This is an optimization exercise on Yosys and OpenROAD, whose aim is a short achievable clock period and few clock cycles per item, not a production implementation. The RTL was checked by simulation tests, not by an equivalence proof against the original design.

Setup of v27:
// vliwTop
module vliwTop
(
	input  logic        clock_i,
	input  logic        reset_i,
	input  logic        awvalid_i,
	input  logic [7:0]  awaddr_i,
	input  logic        wvalid_i,
	input  logic [31:0] wdata_i,
	input  logic [3:0]  wstrb_i,
	input  logic        bready_i,
	output logic        awready_o,
	output logic        wready_o,
	output logic        bvalid_o,
	output logic [1:0]  bresp_o,
	output logic        wbAValid_o,
	output logic [4:0]  wbADest_o,
	output logic [15:0] wbAData_o,
	output logic        wbBValid_o,
	output logic [4:0]  wbBDest_o,
	output logic [15:0] wbBData_o
);
	vliwPkg::axiLiteReq_t axiReq;
	vliwPkg::axiLiteRsp_t axiRsp;
	vliwPkg::wbLane_t wbA;
	vliwPkg::wbLane_t wbB;
	assign axiReq.awvalid = awvalid_i;
	assign axiReq.awaddr = awaddr_i;
	assign axiReq.wvalid = wvalid_i;
	assign axiReq.wdata = wdata_i;
	assign axiReq.wstrb = wstrb_i;
	assign axiReq.bready = bready_i;
	vliwCore core (
		.clock_i (clock_i),
		.reset_i (reset_i),
		.axiReq_i(axiReq),
		.axiRsp_o(axiRsp),
		.wbA_o   (wbA),
		.wbB_o   (wbB)
	);
	assign awready_o = axiRsp.awready;
	assign wready_o = axiRsp.wready;
	assign bvalid_o = axiRsp.bvalid;
	assign bresp_o = axiRsp.bresp;
	assign wbAValid_o = wbA.valid;
	assign wbADest_o = wbA.dest;
	assign wbAData_o = wbA.data;
	assign wbBValid_o = wbB.valid;
	assign wbBDest_o = wbB.dest;
	assign wbBData_o = wbB.data;
endmodule
Size: ~7000 cells after synthesis, roughly 98 I/O pins, roughly 0.067 mm2 of cells after synthesis.
Settings: LEC_CHECK=0, CAP_MARGIN=20, CORE_MARGIN=2, CORE_UTILIZATION=30, PLACE_DENSITY=0.35, SETUP_SLACK_MARGIN=2.6, SLEW_MARGIN=20; clock period 4.5 ns.
standard.sh (not shown) runs the stock make flow with config.mk's settings and CLKGATE_MAP_FILE= SYNTH_SCRIPT=/design/flow/synth_recipe.tcl, a recipe that flattens the netlist after the stock synthesis.
==> flow/flow/run.sh <==
#!/bin/bash
# The standard flow, with a narrower cell set: delay cells are kept out of
# port buffering and repair, and adders and slow wide or stacked cells out of
# technology mapping (no register cell is affected); sizing is not held to
# cell footprints. Each step's output goes to a log of its own here.
set -euo pipefail
DONT_USE="$(cat flow/dontuse.txt)"
bash standard.sh "DONT_USE_CELLS=$DONT_USE" synth > synth.log 2>&1
bash standard.sh MATCH_CELL_FOOTPRINT=0 "DONT_USE_CELLS=$DONT_USE" finish > layout.log 2>&1
Other scripts of this flow, unchanged in this note and not shown: flow/flow/dontuse.txt
Testbench counts of v27, summed over its fixed seeds: cycles 14,510, bundles 4,800.
For v30, these inputs were changed with respect to v27:
diff --git a/flow/design.v b/flow/design.v
--- a/flow/design.v
+++ b/flow/design.v
@@ -361,13 +361,13 @@
 		logic [vliwPkg::dataWidth-1:0] p;
 		logic [vliwPkg::dataWidth-1:0] g;
 		logic [vliwPkg::dataWidth-1:0] gn;
 		logic [vliwPkg::dataWidth-1:0] pn;
 		p = prop;
 		g = gen;
-		for (int d = 4; d < vliwPkg::dataWidth; d = d * 2)
+		for (int d = 2; d < vliwPkg::dataWidth; d = d * 2)
 		begin
 			gn = g;
 			pn = p;
 			for (int i = d; i < vliwPkg::dataWidth; i++)
 			begin
 				gn[i] = g[i] | (p[i] & g[i-d]);
@@ -560,13 +560,13 @@
 		bb = sub ? ~b : b;
 		p = a ^ bb;
 		g = a & bb;
 		g[0] = g[0] | (p[0] & sub);
 		gp = p;
 		gg = g;
-		for (int d = 1; d < 4; d = d * 2)
+		for (int d = 1; d < 2; d = d * 2)
 		begin
 			gn = gg;
 			pn = gp;
 			for (int i = d; i < vliwPkg::dataWidth; i++)
 			begin
 				gn[i] = gg[i] | (gp[i] & gg[i-d]);
### Flow results
v30 completed; timing, DRC and antenna clean
Number of non-clock buffers in the layout: v30 and v27 compared, higher one is v27
Summary of v30 over v27: maximum operating frequency has increased, via count has decreased, die footprint has decreased, final cell count has decreased, starting utilization of the core area has remained practically unchanged.
v27 → v30: worst setup slack now larger, post-layout instance area now smaller.
Testbench counts of v30, summed over its fixed seeds: cycles 14,510, bundles 4,800.

==> afterwards: timing with drivers on the ports <==
In the flow no input, the clock included, has a driving cell. The finished layouts below were timed again as built, in two steps. Step 1 assumes that a clkbuf_16 drives the clock port and a buf_2 every other input. Step 2, shift: input delay + t, output delay - t, t = (earliest + latest rising clock arrival at the registers) / 2. This alone moves slack from input paths to output paths. a / b / c = no drivers / after step 1 / after step 2; a / b = the first two.
run | shift t [ns] | setup WS [ns] | clock arrival spread, ns | slew at the worst register clock pin (ns) | pins driven straight from the clock port
v27 | 0.978 | 2.231 / 2.132 / 1.910 | 0.066 / 0.066 | 0.07 / 0.07 | 1
v30 | 0.947 | 2.250 / 2.140 / 2.018 | 0.053 / 0.052 | 0.08 / 0.08 | 1
After both steps every run listed still meets setup and hold. The setup slack of v27, which loses most, moves by -0.099 ns with the drivers and by -0.321 ns with both steps.
